What follows belongs to an exercise in optimizing a design on an open flow for small area, a short achievable clock period and few clock cycles per item; a production flow would make more cautious choices. Only simulation tests tie the RTL to the original design; equivalence was not proved. No activity file was given, so power comes from the tool's default toggle rates.

[flow/run.sh]
#!/bin/bash
# synth_recipe.tcl (not shown) runs the flow's synth.tcl, then flattens the netlist and writes it again
# the make line also repeats each setting of config.mk as NAME=value (left out here)
make -C /OpenROAD-flow-scripts/flow DESIGN_CONFIG=/design/flow/config.mk WORK_HOME=/design/flow/orfs CLKGATE_MAP_FILE= SYNTH_SCRIPT=/design/flow/synth_recipe.tcl finish
[flow/config.mk]
export PLATFORM = sky130hd
export DESIGN_NAME = ex_muldiv_unit
export DESIGN_NICKNAME = ex_muldiv_unit
export VERILOG_FILES = /design/flow/design.v
export SDC_FILE = /design/flow/constraint.sdc
export NUM_CORES = 4
export LEC_CHECK = 0
export CAP_MARGIN = 20
export CORE_MARGIN = 2
export CORE_UTILIZATION = 40
export PLACE_DENSITY = 0.6
export SLEW_MARGIN = 20
[flow/constraint.sdc]
create_clock -name core_clock -period 6.0 [get_ports {clk}]
set_input_delay 1.2000 -clock core_clock [delete_from_list [all_inputs] [get_ports {clk}]]
set_output_delay 1.2000 -clock core_clock [all_outputs]
set_load 0.01 [all_outputs]
[flow/design.v]
module ex_muldiv_unit (
   input  logic        clk,
   input  logic        resetN,
   input  logic        startIn,
   input  logic [2:0]  func3,
   input  logic [31:0] reg1Value,
   input  logic [31:0] reg2Value,
   input  logic [4:0]  rd,
   input  logic        killIn,
   input  logic        stallIn,
   output logic        busyOut,
   output logic        doneOut,
   output logic [31:0] resultOut,
   output logic [4:0]  rdOut
);
   localparam logic [1:0] S_MUL = 2'd0, S_DPREP = 2'd1, S_DIV = 2'd2, S_FIX = 2'd3;
   logic [1:0]  state;
   logic [2:0]  op;
   logic [32:0] M;       
   logic [31:0] B;       
   logic [63:0] acc;     
   logic [4:0]  cnt;     
   logic        negq, negr;
   function automatic logic [32:0] neg33(input logic [32:0] x);
      neg33[0] = x[0];
      for (int i = 1; i < 33; i++)
         neg33[i] = x[i] ^ (|(x & ((33'd1 << i) - 33'd1)));
   endfunction
   function automatic logic [5:0] blen(input logic [31:0] x);
      logic [31:0] y;
      logic [4:0]  p;
      y = x;
      p[4] = |y[31:16]; if (p[4]) y[15:0] = y[31:16];
      p[3] = |y[15:8];  if (p[3]) y[7:0]  = y[15:8];
      p[2] = |y[7:4];   if (p[2]) y[3:0]  = y[7:4];
      p[1] = |y[3:2];   if (p[1]) y[1:0]  = y[3:2];
      p[0] = y[1];
      blen = (x == '0) ? 6'd0 : {1'b0, p} + 6'd1;
   endfunction
   function automatic logic [3:0] topdig(input logic [31:0] x);
      logic [15:0] f;
      for (int i = 0; i < 16; i++) f[i] = |x[2*i +: 2];
      topdig = 4'd0;
      for (int i = 1; i < 16; i++) if (f[i]) topdig = 4'(i);
   endfunction
   logic        s1, s2, sgn1, sgn2;
   logic [32:0] a_ext, b_ext, na, nb;
   logic [3:0]  t1, t2;
   logic        swap;
   logic [32:0] mLoad;
   logic [31:0] bLoad;
   logic        isSpecial;
   logic [31:0] specVal;
   always_comb begin
      s1 = (func3 != 3'd3) && (func3 != 3'd5) && (func3 != 3'd7);
      s2 = (func3 == 3'd0) || (func3 == 3'd1) || (func3 == 3'd4) || (func3 == 3'd6);
      sgn1 = s1 & reg1Value[31];
      sgn2 = s2 & reg2Value[31];
      a_ext = {sgn1, reg1Value};
      b_ext = {sgn2, reg2Value};
      na = neg33(a_ext);
      nb = neg33(b_ext);
      t1 = topdig(sgn1 ? {~reg1Value[30:0], 1'b1} : reg1Value);
      t2 = topdig(sgn2 ? {~reg2Value[30:0], 1'b1} : reg2Value);
      swap = !func3[2] && (t1 < t2);
      if (func3[2]) begin
         mLoad = sgn1 ? na : a_ext;
         bLoad = sgn2 ? nb[31:0] : reg2Value;
      end else if (swap) begin
         mLoad = sgn1 ? nb : b_ext;
         bLoad = sgn1 ? na[31:0] : reg1Value;
      end else begin
         mLoad = sgn2 ? na : a_ext;
         bLoad = sgn2 ? nb[31:0] : reg2Value;
      end
      isSpecial = 1'b0;
      specVal   = '0;
      if (func3[2]) begin
         if (reg2Value == '0) begin
            isSpecial = 1'b1;
            specVal   = func3[1] ? reg1Value : '1;
         end else if (!func3[0] && reg2Value == '1 && reg1Value == 32'h8000_0000) begin
            isSpecial = 1'b1;
            specVal   = func3[1] ? '0 : reg1Value;
         end
      end
   end
   logic [1:0]  digit;
   logic [34:0] mx, pp0, pp1;
   logic [36:0] lowSum;
   logic [28:0] up, upInc, upDec, upNext;
   logic [63:0] mulNext;
   logic [32:0] diff;
   logic        ge;
   logic [31:0] remNext, quoNext;
   logic [5:0]  la, lb, sh;
   logic [32:0] negIn, negOut;
   always_comb begin
      digit   = B[{cnt[3:0], 1'b0} +: 2];
      mx      = {{2{M[32]}}, M};
      pp0     = digit[0] ? mx : '0;
      pp1     = digit[1] ? {mx[33:0], 1'b0} : '0;
      lowSum  = {2'b00, acc[32:0], 2'b00} + {{2{pp0[34]}}, pp0} + {{2{pp1[34]}}, pp1};
      up      = acc[61:33];
      for (int i = 0; i < 29; i++) begin
         upInc[i] = up[i] ^ (&(up | ~((29'd1 << i) - 29'd1)));
         upDec[i] = up[i] ^ ~(|(up & ((29'd1 << i) - 29'd1)));
      end
      upNext  = (lowSum[36:35] == 2'b01) ? upInc : (lowSum[36:35] == 2'b11) ? upDec : up;
      mulNext = {upNext, lowSum[34:0]};
      diff    = {1'b0, M[31:0]} - {1'b0, B};
      ge      = !diff[32];
      remNext = ge ? diff[31:0] : M[31:0];
      quoNext = {acc[30:0], ge};
      la      = blen(M[31:0]);
      lb      = blen(B);
      sh      = la - lb;
      negIn   = {1'b0, (state == S_FIX && !op[1]) ? acc[31:0] : M[31:0]};
      negOut  = neg33(negIn);
   end
   always_ff @(posedge clk) begin
      if (!resetN) begin
         busyOut <= 1'b0;
         doneOut <= 1'b0;
      end else if (killIn) begin
         busyOut <= 1'b0;
         doneOut <= 1'b0;
      end else if (!busyOut && !doneOut) begin
         if (startIn) begin
            op    <= func3;
            rdOut <= rd;
            M     <= mLoad;
            B     <= bLoad;
            acc   <= '0;
            negq  <= sgn1 ^ sgn2;
            negr  <= sgn1;
            cnt   <= {1'b0, swap ? t1 : t2};
            if (isSpecial) begin
               doneOut   <= 1'b1;
               resultOut <= specVal;
            end else begin
               busyOut <= 1'b1;
               state   <= func3[2] ? S_DPREP : S_MUL;
            end
         end
      end else if (doneOut) begin
         if (!stallIn) doneOut <= 1'b0;
      end else begin
         case (state)
            S_MUL: begin
               acc <= mulNext;
               cnt <= cnt - 5'd1;
               if (cnt[3:0] == 4'd0) begin
                  busyOut   <= 1'b0;
                  doneOut   <= 1'b1;
                  resultOut <= (op[1:0] == 2'd0) ? mulNext[31:0] : mulNext[63:32];
               end
            end
            S_DPREP: begin
               acc[31:0] <= '0;
               if (la < lb) begin
                  busyOut   <= 1'b0;
                  doneOut   <= 1'b1;
                  resultOut <= !op[1] ? '0 : (negr ? negOut[31:0] : M[31:0]);
               end else begin
                  B     <= B << sh[4:0];
                  cnt   <= sh[4:0];
                  state <= S_DIV;
               end
            end
            S_DIV: begin
               M[31:0]   <= remNext;
               acc[31:0] <= quoNext;
               B         <= B >> 1;
               cnt       <= cnt - 5'd1;
               if (cnt == 5'd0) begin
                  if (op[1] ? negr : negq) begin
                     state <= S_FIX;
                  end else begin
                     busyOut   <= 1'b0;
                     doneOut   <= 1'b1;
                     resultOut <= op[1] ? remNext : quoNext;
                  end
               end
            end
            default: begin  
               busyOut   <= 1'b0;
               doneOut   <= 1'b1;
               resultOut <= negOut[31:0];
            end
         endcase
      end
   end
endmodule
==> run notes <==
-- worst register-to-register path, cell delays in order, from the launching register on --
cell and delay, ns:
edfxtp_1 0.38, buf_12 0.16, mux4_2 0.52, mux4_2 0.56, buf_8 0.21, and2_1 0.21
fa_1 0.51, ha_2 0.31, a21oi_2 0.16, nor2_1 0.06, a211o_1 0.33, a2111o_1 0.50
o221a_4 0.32, buf_4 0.19, a211oi_1 0.24, o21bai_1 0.15, xnor2_2 0.21, a221oi_2 0.39
a32oi_2 0.19
-- per-layer routing --
layer	up-vias	global-route usage (%)	part of all wire [%]
met2	1963	52.56	40
li1	11878	-	-
met1	13019	54.39	42
met5	-	0	0.0067
met3	253	11.39	14
met4	2	14.55	4.4
-- power breakdown --
| part | switching, mW | internal [mW] |
|---|---|---|
| clock | 0.611 | 0.594 |
| sequential | 0.0653 | 1.44 |
| combinational | 2.11 | 1.14 |
-- state kept, by name, summed over array words and instances (netlist names) --
register / count
B: 32
M: 33
acc: 62
busyOut: 1
cnt: 5
doneOut: 1
negq: 1
negr: 1
op: 2
rdOut: 5
resultOut: 32
state: 2
-- cells by family after synthesis --
| kind of cell | count (synthesis) | synth area share (%) |
|---|---|---|
| AO/OA/AOI/OAI | 959 | 25.84 |
| XOR/XNOR | 219 | 8.029 |
| adder cells (fa/ha/maj) | 147 | 8.861 |
| buffers and inverters | 362 | 5.949 |
| flip-flops | 177 | 22.16 |
| multiplexers | 127 | 6.039 |
| AND/OR/NAND/NOR | 1172 | 23.12 |
-- worst min-delay path by stage --
stage	slack, ns	end	depth (start not counted)	from
floorplan	0.61	busyOut	3	busyOut
detailed placement	0.68	busyOut	3	busyOut
CTS	0.70	busyOut	3	busyOut
global route	0.73	busyOut	3	busyOut
finish	0.71	busyOut	3	busyOut
global placement	0.68	acc[41]	2	acc[39]
-- cell type report --
| type | count | area (um^2) |
|---|---|---|
| Antenna cell | 1 | 2.502 |
| Clock buffer | 18 | 429.2 |
| Fill cell | 5828 | 31020 |
| Clock inverter | 14 | 165.2 |
| Timing Repair Buffer | 387 | 3313 |
| Sequential cell | 177 | 5295 |
| Tap cell | 773 | 967.2 |
| Inverter | 101 | 379.1 |
| Multi-Input combinational cell | 2624 | 17450 |
-- what timing repair did --
item | 4_1_cts | 5_1_grt
endpoints found under the hold margin | 0 | 0
cloned | 0 | 1
gates resized for setup | 4 | 43
pin swaps | 0 | 5
setup buffers | 0 | 1
endpoints found under the setup margin | 3 | 136
-- metrics by stage --
stage,total power [mW],TNS [ns]
after floorplan,3.284,0
after global placement,4.512,-0.2176
after detailed placement,4.523,-0.2282
after CTS,5.733,0
after global routing,6.148,-0.006805
final,5.951,0
-- cells in the final DEF (no fill, tap or decap), types with 100 or more instances in the layout --
cell type and n:
a21oi_1 264, buf_4 261, clkdlybuf4s50_1 115, edfxtp_1 175, ha_1 103, inv_1 100
nand2_1 322, nor2_1 379, o21ai_0 225, xnor2_1 113
==> metrics.cfg <==
[die]
boundaryPins=116
core-area_um2=59020
rows=89
fp.dieW_um=248.4
start_util_pct=40.48
die_h_um=248.4
die-area_um2=61700

[timing]
worst_slack_ns=0.1162
clock_skew_ns=0.02528
finalSetupViolCount=0
hold_viol=0
period_share_pct=98.06
holdWs_ns=0.7090
period_needed_ns=5.884
slew_headroom_pct=21.49
fmax_ghz=0.1700
finalMaxSlewViolations=0
tightest_slew_ns=1.145

[cells_and_area]
drive_gt1_share_pct=12.59
nets=3532
fin_area_um2=28000
finalNonFillerCells=4095
fin_util_pct=47.44
syn2layout_area_growth_pct=17.19

[critical_path]
end_kind=flip-flop
crit_top_cell=mux4_2
crit_buf_inv=3
critPathMaxFanout=32
arrival_ns=6.10
slowest_stage=mux4_2
cp_top_family=compound AO/OA/AOI/OAI gates
reg2reg_from=cnt[0]
reg2reg_to=resultOut[18]
rr_worst_depth=18
startpoint_type=flip-flop
cp_num_cells=18
crit_type=reg2reg
regToRegSetupSlack_ns=0.12
cp_slowest_stage_delay_ns=0.56
crit_required_ns=6.22
crit_chain=buf_12 -> mux4_2 -> mux4_2 -> buf_8 -> and2_1 -> fa_1 -> ha_2 -> a21oi_2 -> nor2_1 -> a211o_1 -> a2111o_1 -> o221a_4 -> buf_4 -> a211oi_1 -> o21bai_1 -> xnor2_2 -> a221oi_2 -> a32oi_2
crit_end=resultOut[18]
crit_path_start=cnt[0]

[routing]
drc=0
routedWlPerCell_um=29.14
firstDrtPassIters=6
vias=27115
ant_nets=0
drt-total-wl_um=119300
viasPerCell=6.621
first_iter_violations=4102

[logic_synthesis]
ys_async_sr_fraction_pct=0
yosysSeqAreaShare_pct=22.16
ys.flop_type=edfxtp_1
synth_top_area_cell=edfxtp_1
netlist.area_leader.share_pct=22.00
ys_ff_latch=177
syn_inst=3163
synthesis.area_um2=23890
yosysWarnings=1
syn-mean-instance-area_um2=7.553
synth.most_common_cell=nor2_1
synth_common_cells=nor2_1 (383), nand2_1 (323), a21oi_1 (270)
synth-edff-count=175
synth_cell_types=93
syn_nets=3387
synth_area_leaders=edfxtp_1 (22%), nor2_1 (6.0%), ha_1 (5.8%)

[global_route]
grt_usage_pct=37.85
grt_pass1_vias=24629
antenna_found_initial=3
overflow=0
grt_max_degree=72
grt_pass1_wl_um=170000

[placement]
placed_area_um2=27180
dp.cells=4060
dpl.hpwl_um=91740
portBuffers=115
place_ws_ns=-0.1596
routabilityCongestion=1.012

[clock_tree]
numCtsBuffers=17
clkSinkCount=177
insertion_delay_ns=0.50
htreeDepth=4
clkTransAtPathRegs_ns=0.08
cts_tree=done
root_buffer=clkbuf_16
clockBufferDepth=2
cts_hold_buf=0

[worst_hold_path]
hold_class=reg2reg

[pwr]
ir_worst_vdd_uv=261.0
power.leakage_nw=10.85
powerDensity_nw_per_um2=212.5

[flow_run]
drv_cap=0

[status]
status=no timing/DRC/antenna violations

Testbench counts, summed over its fixed seeds: cycles 25,504, items 3,200.

afterwards: timing with drivers on the ports:
No port has a modelled driver above. Below, the same layout with a new extraction and two added sets of constraints. Step 1: set_driving_cell puts a clkbuf_16 on clk and a buf_2 on each other input, an assumption about the parent block. Step 2 times the ports against the registers' clock, not the clock port: input delays grow and output delays shrink by t, the midpoint of the rising clock arrivals with the driver on. Slacks: ideal / step 1 / step 2; pairs: ideal / step 1.
shift t [ns]: 0.553
setup slack, ns: 0.116 / 0.116 / 0.087
worst register clock-pin slew, ns: 0.09 / 0.09
worst slew at a driven data input, ns: 0.07
After both steps this run still meets setup and hold. The setup slack of this run moves by 0.000 ns with the drivers and by -0.029 ns with both steps.
